Background: an optimization exercise with open tools, aiming at small area. Do not read the settings as production practice.
Function was checked by simulation only, so behaviour that the tests miss may differ from the original.
No activity file was given, so power comes from the tool's default toggle rates.

==> 02-03: inputs <==
==> flow/design.v (excerpt) <==
module id_issue_stage
#(
    parameter int XLEN  = 32,
    parameter int NREGS = 32
) (
    input  logic            clk,
    input  logic            rst_n,
    input  logic            in_valid,
    output logic            in_ready,
    input  logic [31:0]     in_instr,
    output logic            out_valid,
    input  logic            out_ready,
    output logic [31:0]     Instruction,
    output logic [XLEN-1:0] A,
    output logic [XLEN-1:0] B,
    output logic [4:0]      shamt,
    output logic [XLEN-1:0] store_data,
    output logic [4:0]      dest,
    output logic            dest_wen,
    input  logic            wb_en,
    input  logic [4:0]      wb_addr,
    input  logic [XLEN-1:0] wb_data,
    input  logic            flush
);
Settings: LEC_CHECK=0, CAP_MARGIN=20, CORE_MARGIN=2, CORE_UTILIZATION=45, GPL_ROUTABILITY_DRIVEN=0, PLACE_DENSITY=0.7, SLEW_MARGIN=20, SYNTH_HIERARCHICAL=1; clock period 10.0 ns.
standard.sh (not shown) runs the stock make flow with config.mk's settings and CLKGATE_MAP_FILE= SYNTH_SCRIPT=/design/flow/synth_recipe.tcl, a recipe that flattens the netlist after the stock synthesis.
==> flow/flow/run.sh <==
#!/bin/bash
set -euo pipefail
cd "$(dirname "$0")/.."
SB="$PWD/flow/small_buffers.tcl"
bash standard.sh \
  "BUFFER_PORTS_ARGS=-buffer_cell sky130_fd_sc_hd__buf_1" \
  "CTS_ARGS=-sink_clustering_enable -repair_clock_nets -dont_use_dummy_load -buf_list {sky130_fd_sc_hd__clkbuf_4 sky130_fd_sc_hd__clkbuf_8} -sink_clustering_size 14 -sink_clustering_max_diameter 100" \
  "PRE_GLOBAL_PLACE_TCL=$SB" "PRE_RESIZE_TCL=$SB" "PRE_GLOBAL_ROUTE_TCL=$SB" \
  finish > flow_make.log 2>&1
==> flow/flow/small_buffers.tcl <==
# Placement and routing repair: buffer with the small buffer cells only, so that fixing the
# slew of a high-fanout net does not take a larger buffer than it needs.
set_dont_use {sky130_fd_sc_hd__buf_4 sky130_fd_sc_hd__buf_6 sky130_fd_sc_hd__buf_8
  sky130_fd_sc_hd__buf_12 sky130_fd_sc_hd__buf_16 sky130_fd_sc_hd__bufbuf_8
  sky130_fd_sc_hd__bufbuf_16 sky130_fd_sc_hd__clkbuf_4 sky130_fd_sc_hd__clkbuf_8
  sky130_fd_sc_hd__clkbuf_16 sky130_fd_sc_hd__clkdlybuf4s15_1 sky130_fd_sc_hd__clkdlybuf4s15_2
  sky130_fd_sc_hd__clkdlybuf4s18_1 sky130_fd_sc_hd__clkdlybuf4s18_2
  sky130_fd_sc_hd__clkdlybuf4s25_1 sky130_fd_sc_hd__clkdlybuf4s25_2
  sky130_fd_sc_hd__clkdlybuf4s50_1 sky130_fd_sc_hd__clkdlybuf4s50_2
  sky130_fd_sc_hd__dlygate4sd1_1 sky130_fd_sc_hd__dlygate4sd2_1 sky130_fd_sc_hd__dlygate4sd3_1
  sky130_fd_sc_hd__dlymetal6s2s_1 sky130_fd_sc_hd__dlymetal6s4s_1 sky130_fd_sc_hd__dlymetal6s6s_1}
==> inputs of 06-19, as changes to 02-03 <==
Settings changed: GPL_ROUTABILITY_DRIVEN 0 to unset, PLACE_DENSITY 0.7 to 0.6.
==> inputs of 01-27, as changes to 02-03 <==
==> flow/flow/run.sh (replaced) <==
#!/bin/bash
# Layout flow: the standard flow (standard synthesis and ORFS steps), with two changes:
# the port buffers are the smallest buffer cell, and clock tree synthesis inserts no dummy
# loads. Each tool's full output goes to a log file in this folder.
set -euo pipefail
cd "$(dirname "$0")/.."
bash standard.sh \
  "BUFFER_PORTS_ARGS=-buffer_cell sky130_fd_sc_hd__buf_1" \
  "CTS_ARGS=-sink_clustering_enable -repair_clock_nets -dont_use_dummy_load -buf_list {sky130_fd_sc_hd__clkbuf_4 sky130_fd_sc_hd__clkbuf_8} -sink_clustering_size 15 -sink_clustering_max_diameter 60" \
  finish > flow_make.log 2>&1
Settings changed: CORE_UTILIZATION 45 to 40, GPL_ROUTABILITY_DRIVEN 0 to unset, PLACE_DENSITY 0.7 to 0.55.
removed: flow/flow/small_buffers.tcl
==> results.py <==
metrics = {
    "grt": {
        "use_met1_pct": 51.2,
    },
    "finish": {
        "buffers": 478,
    },
    "power": {
        "p_int_mw": 7.13,
    },
    "clock_network": {
        "clk_pin_slew_worst_paths_ns": 0.09,
    },
    "status": {
        "status": "complete, no violations",
    },
    "floorplan": {
        "die-area_sq_um": 102000,
    },
}
(the above is from 06-19)
==> results.py <==
metrics = {
    "power": {
        "p_int_mw": 7.24,
        "switching_share_pct": 29.4,
    },
    "finish": {
        "drive_gt1_share_pct": 9.57,
    },
    "clock_network": {
        "hold_buffers": 0,
        "clk_pin_slew_worst_paths_ns": 0.06,
    },
    "grt": {
        "grt_pass1_vias": 40300,
    },
    "floorplan": {
        "io_pins": 216,
    },
    "status": {
        "status": "complete, no violations",
    },
}
(the above is from 01-27)
==> results.py <==
metrics = {
    "status": {
        "status": "complete, no violations",
    },
    "clock_network": {
        "cts_tree": "done",
        "clk-insertion-delay-late_ns": 0.78,
    },
    "power": {
        "p_int_mw": 7.12,
    },
    "floorplan": {
        "die-area_sq_um": 102000,
    },
    "finish": {
        "buffers": 449,
    },
}
(the above is from 02-03)

==> run X <==
id_issue_stage again, from the RTL that the note above started with.
Settings: LEC_CHECK=0, CAP_MARGIN=20, CORE_MARGIN=2, CORE_UTILIZATION=45, GPL_ROUTABILITY_DRIVEN=0, PLACE_DENSITY=0.8, SLEW_MARGIN=20, SYNTH_HIERARCHICAL=1; clock period 10.0 ns.
==> flow/flow/run.sh <==
#!/bin/bash
set -euo pipefail
cd "$(dirname "$0")/.."
SB="$PWD/flow/small_buffers.tcl"
bash standard.sh \
  "BUFFER_PORTS_ARGS=-buffer_cell sky130_fd_sc_hd__buf_1" \
  "CTS_ARGS=-sink_clustering_enable -repair_clock_nets -dont_use_dummy_load -buf_list {sky130_fd_sc_hd__clkbuf_4 sky130_fd_sc_hd__clkbuf_8} -sink_clustering_size 14 -sink_clustering_max_diameter 100" \
  "PRE_GLOBAL_PLACE_TCL=$SB" "PRE_RESIZE_TCL=$SB" "PRE_GLOBAL_ROUTE_TCL=$SB" \
  finish > flow_make.log 2>&1
==> flow/flow/small_buffers.tcl <==
# Placement and routing repair: buffer with the small buffer cells only, so that fixing the
# slew of a high-fanout net does not take a larger buffer than it needs.
set_dont_use {sky130_fd_sc_hd__buf_4 sky130_fd_sc_hd__buf_6 sky130_fd_sc_hd__buf_8
  sky130_fd_sc_hd__buf_12 sky130_fd_sc_hd__buf_16 sky130_fd_sc_hd__bufbuf_8
  sky130_fd_sc_hd__bufbuf_16 sky130_fd_sc_hd__clkbuf_4 sky130_fd_sc_hd__clkbuf_8
  sky130_fd_sc_hd__clkbuf_16 sky130_fd_sc_hd__clkdlybuf4s15_1 sky130_fd_sc_hd__clkdlybuf4s15_2
  sky130_fd_sc_hd__clkdlybuf4s18_1 sky130_fd_sc_hd__clkdlybuf4s18_2
  sky130_fd_sc_hd__clkdlybuf4s25_1 sky130_fd_sc_hd__clkdlybuf4s25_2
  sky130_fd_sc_hd__clkdlybuf4s50_1 sky130_fd_sc_hd__clkdlybuf4s50_2
  sky130_fd_sc_hd__dlygate4sd1_1 sky130_fd_sc_hd__dlygate4sd2_1 sky130_fd_sc_hd__dlygate4sd3_1
  sky130_fd_sc_hd__dlymetal6s2s_1 sky130_fd_sc_hd__dlymetal6s4s_1 sky130_fd_sc_hd__dlymetal6s6s_1}
==> inputs of run H, as changes to run X <==
--- a/flow/design.v
+++ b/flow/design.v
@@ -28,93 +28,72 @@
         logic [4:0] rt;
         logic [4:0] dest;
         logic       wen;
         bsel_e      bsel;
     } decode_t;
 endpackage
+module rf_aoi3 (
+    input  logic [2:0] a,
+    input  logic [2:0] b,
+    output logic       y
+);
+    assign y = ~|(a & b);
+endmodule
 module rf_wmux (
     input  logic [1:0] a,
     input  logic [1:0] b,
     output logic       y
 );
     assign y = |(a & b);
 endmodule
-module rf_aoi3 (
-    input  logic [2:0] a,
-    input  logic [2:0] b,
-    output logic       y
-);
-    assign y = ~|(a & b);
-endmodule
-module rf_nand4 (
-    input  logic [3:0] x,
-    output logic       y
+module rf_nand11 (
+    input  logic [10:0] x,
+    output logic        y
 );
     assign y = ~&x;
 endmodule
-module rf_nand2 (
-    input  logic a,
-    input  logic b,
-    output logic y
-);
-    assign y = ~(a & b);
-endmodule
-module rf_nand3 (
-    input  logic [2:0] x,
-    output logic       y
-);
-    assign y = ~&x;
-endmodule
-module rf_a2111o (
-    input  logic a,
-    input  logic b,
-    input  logic c,
-    input  logic d,
-    input  logic e,
-    output logic y
-);
-    assign y = (a & b) | c | d | e;
-endmodule
 module rf_read_bit (
-    input  logic [31:0] sel,
-    input  logic [31:0] d,
+    input  logic [32:0] sel,
+    input  logic [32:0] d,
     output logic        y
 );
-    logic [9:0] g;
-    logic [2:0] p;
-    logic       n31;
-    for (genvar k = 0; k < 10; k++) begin : grp
+    logic [10:0] g;
+    for (genvar k = 0; k < 11; k++) begin : grp
         rf_aoi3 u_g (.a(sel[3*k+2:3*k]), .b(d[3*k+2:3*k]), .y(g[k]));
     end
-    rf_nand4  u_p0  (.x(g[3:0]), .y(p[0]));
-    rf_nand4  u_p1  (.x(g[7:4]), .y(p[1]));
-    rf_nand2  u_n31 (.a(sel[31]), .b(d[31]), .y(n31));
-    rf_nand3  u_p2  (.x({n31, g[9:8]}), .y(p[2]));
-    rf_a2111o u_or  (.a(sel[30]), .b(d[30]), .c(p[0]), .d(p[1]), .e(p[2]), .y(y));
+    rf_nand11 u_or (.x(g), .y(y));
 endmodule
 module reg_file_2r1w #(
     parameter int XLEN  = 32,
     parameter int NREGS = 32
 ) (
     input  logic [4:0]                ra,
     output logic [XLEN-1:0]           rd,
-    input  logic [(NREGS-1)*XLEN-1:0] nregs,
-    input  logic [NREGS-1:1]          nvld,
+    input  logic [(NREGS-1)*XLEN-1:0] regs,
+    input  logic [NREGS-1:0]          vld,
+    input  logic                      we,
+    input  logic [4:0]                wa,
+    input  logic [XLEN-1:0]           wd,
     input  logic                      hold,
     input  logic [XLEN-1:0]           q
 );
-    logic [NREGS-1:0] sel;
+    logic [NREGS:0] sel;
+    logic           byp;
+    assign byp = we && (wa == ra) && (ra != 5'd0);
     always_comb begin
-        sel[0] = hold;
-        for (int i = 1; i < NREGS; i++) sel[i] = (ra == i[4:0]) && nvld[i] && !hold;
+        sel        = '0;
+        sel[0]     = byp && !hold;
+        sel[NREGS] = hold;
+        for (int i = 1; i < NREGS; i++) sel[i] = (ra == i[4:0]) && vld[i] && !byp && !hold;
     end
     for (genvar j = 0; j < XLEN; j++) begin : bit_g
-        logic [NREGS-1:0] col;
+        logic [NREGS:0] col;
         always_comb begin
-            col[0] = q[j];
-            for (int i = 1; i < NREGS; i++) col[i] = nregs[(i-1)*XLEN + j];
+            col[0] = wd[j];
+            for (int i = 1; i < NREGS; i++) col[i] = regs[(i-1)*XLEN + j];
+            col[NREGS] = q[j];
         end
         rf_read_bit u_rb (.sel(sel), .d(col), .y(rd[j]));
     end
 endmodule
 module id_issue_stage
 #(
@@ -162,33 +141,33 @@
     logic [NREGS-1:1]      vld_q;
     logic [NREGS-1:0]      wsel;
     always_comb begin
         wsel = '0;
         for (int i = 1; i < NREGS; i++) wsel[i] = wb_en && (wb_addr == i[4:0]);
     end
-    logic [NREGS-1:1] vld_d;
-    assign vld_d = vld_q | wsel[NREGS-1:1];
     always_ff @(posedge clk or negedge rst_n) begin
         if (!rst_n) vld_q <= '0;
-        else        vld_q <= vld_d;
+        else        vld_q <= vld_q | wsel[NREGS-1:1];
     end
     for (genvar i = 1; i < NREGS; i++) begin : wr_g
         for (genvar j = 0; j < XLEN; j++) begin : bit_g
             rf_wmux u_wm (
                 .a({wsel[i], ~wsel[i]}),
                 .b({wb_data[j], regs_q[(i-1)*XLEN + j]}),
                 .y(regs_d[(i-1)*XLEN + j])
             );
         end
     end
     always_ff @(posedge clk) regs_q <= regs_d;
     reg_file_2r1w #(.XLEN(XLEN), .NREGS(NREGS)) u_rd_rs (
-        .ra(rs), .rd(rs_val), .nregs(regs_d), .nvld(vld_d), .hold(hold), .q(a_q)
+        .ra(rs), .rd(rs_val), .regs(regs_q), .vld({vld_q, 1'b0}),
+        .we(wb_en), .wa(wb_addr), .wd(wb_data), .hold(hold), .q(a_q)
     );
     reg_file_2r1w #(.XLEN(XLEN), .NREGS(NREGS)) u_rd_rt (
-        .ra(rt), .rd(rt_val), .nregs(regs_d), .nvld(vld_d), .hold(hold), .q(store_q)
+        .ra(rt), .rd(rt_val), .regs(regs_q), .vld({vld_q, 1'b0}),
+        .we(wb_en), .wa(wb_addr), .wd(wb_data), .hold(hold), .q(store_q)
     );
     logic [NREGS-1:1] busy_q;
     logic [NREGS-1:0] busy_d, busy_eff, wb_mask, set_mask, fl_mask;
     logic             stall, accept;
     always_comb begin
         wb_mask  = '0;
==> flow/flow/run.sh (replaced) <==
#!/bin/bash
# Layout flow: the standard flow (standard synthesis and ORFS steps), with two changes:
# the port buffers are the smallest buffer cell, and clock tree synthesis inserts no dummy
# loads. Each tool's full output goes to a log file in this folder.
set -euo pipefail
cd "$(dirname "$0")/.."
bash standard.sh \
  "BUFFER_PORTS_ARGS=-buffer_cell sky130_fd_sc_hd__buf_1" \
  "CTS_ARGS=-sink_clustering_enable -repair_clock_nets -dont_use_dummy_load -buf_list {sky130_fd_sc_hd__clkbuf_4 sky130_fd_sc_hd__clkbuf_8} -sink_clustering_size 15 -sink_clustering_max_diameter 60" \
  finish > flow_make.log 2>&1
Settings changed: CORE_UTILIZATION 45 to 40, GPL_ROUTABILITY_DRIVEN 0 to not set, PLACE_DENSITY 0.8 to 0.55.
removed: flow/flow/small_buffers.tcl
==> notes <==
In run X the register-to-register slack is lower than in run H, by 1.0 ns. In run X the global-route usage is lower than in run H, by 1.2 points. Of run X and run H, run H has the higher synthesized cell count (gap about 1.8%, measured against run H). Of run H and run X, run H has the higher worst hold slack (gap 0.017 ns). Non-clock buffer count: run H is lower than run X (70). Of run X and run H, run H has the higher critical path depth (gap 1). Run X completed without violations. Run H ran to the end with no violations. In run X the fmax is larger than in run H, by about 0.66%. Against run H, the via count of run X is higher by about 3.5%. Of run X and run H, run H has the higher clock skew (gap 0.077 ns).

## what the ideal ports hide
Ports are ideal in the flow. The routed layouts listed here were re-timed in OpenROAD.
Step 1 (the two cells are an assumption about what drives the block):
set clk [get_ports {clk}]
set_driving_cell -lib_cell sky130_fd_sc_hd__clkbuf_16 $clk
set_driving_cell -lib_cell sky130_fd_sc_hd__buf_2 [delete_from_list [all_inputs] $clk]
Step 2, shift: input delay + t, output delay - t, t = (earliest + latest rising clock arrival at the registers) / 2. This alone moves slack from input paths to output paths.
a / b / c = ideal / step 1 / step 2; a / b = the first two.
| run | t, ns | slack for setup (ns) | worst hold slack (ns) | clock arrival spread, ns | worst slew at a driven data input, ns |
|---|---|---|---|---|---|
| 02-03 | 0.817 | 2.558 / 2.530 / 2.530 | 0.461 / 0.461 / 0.461 | 0.086 / 0.086 | 0.19 |
| 06-19 | 0.837 | 2.523 / 2.498 / 2.498 | 0.464 / 0.464 / 0.464 | 0.076 / 0.076 | 0.05 |
| 01-27 | 0.853 | 2.051 / 2.020 / 2.020 | 0.454 / 0.454 / 0.454 | 0.145 / 0.145 | 0.17 |
| run X | 0.808 | 2.391 / 2.366 / 2.366 | 0.464 / 0.464 / 0.464 | 0.117 / 0.116 | 0.08 |
| run H | 0.829 | 2.340 / 2.309 / 2.309 | 0.480 / 0.480 / 0.480 | 0.181 / 0.180 | 0.06 |
After both steps setup and hold are still met in every run listed.
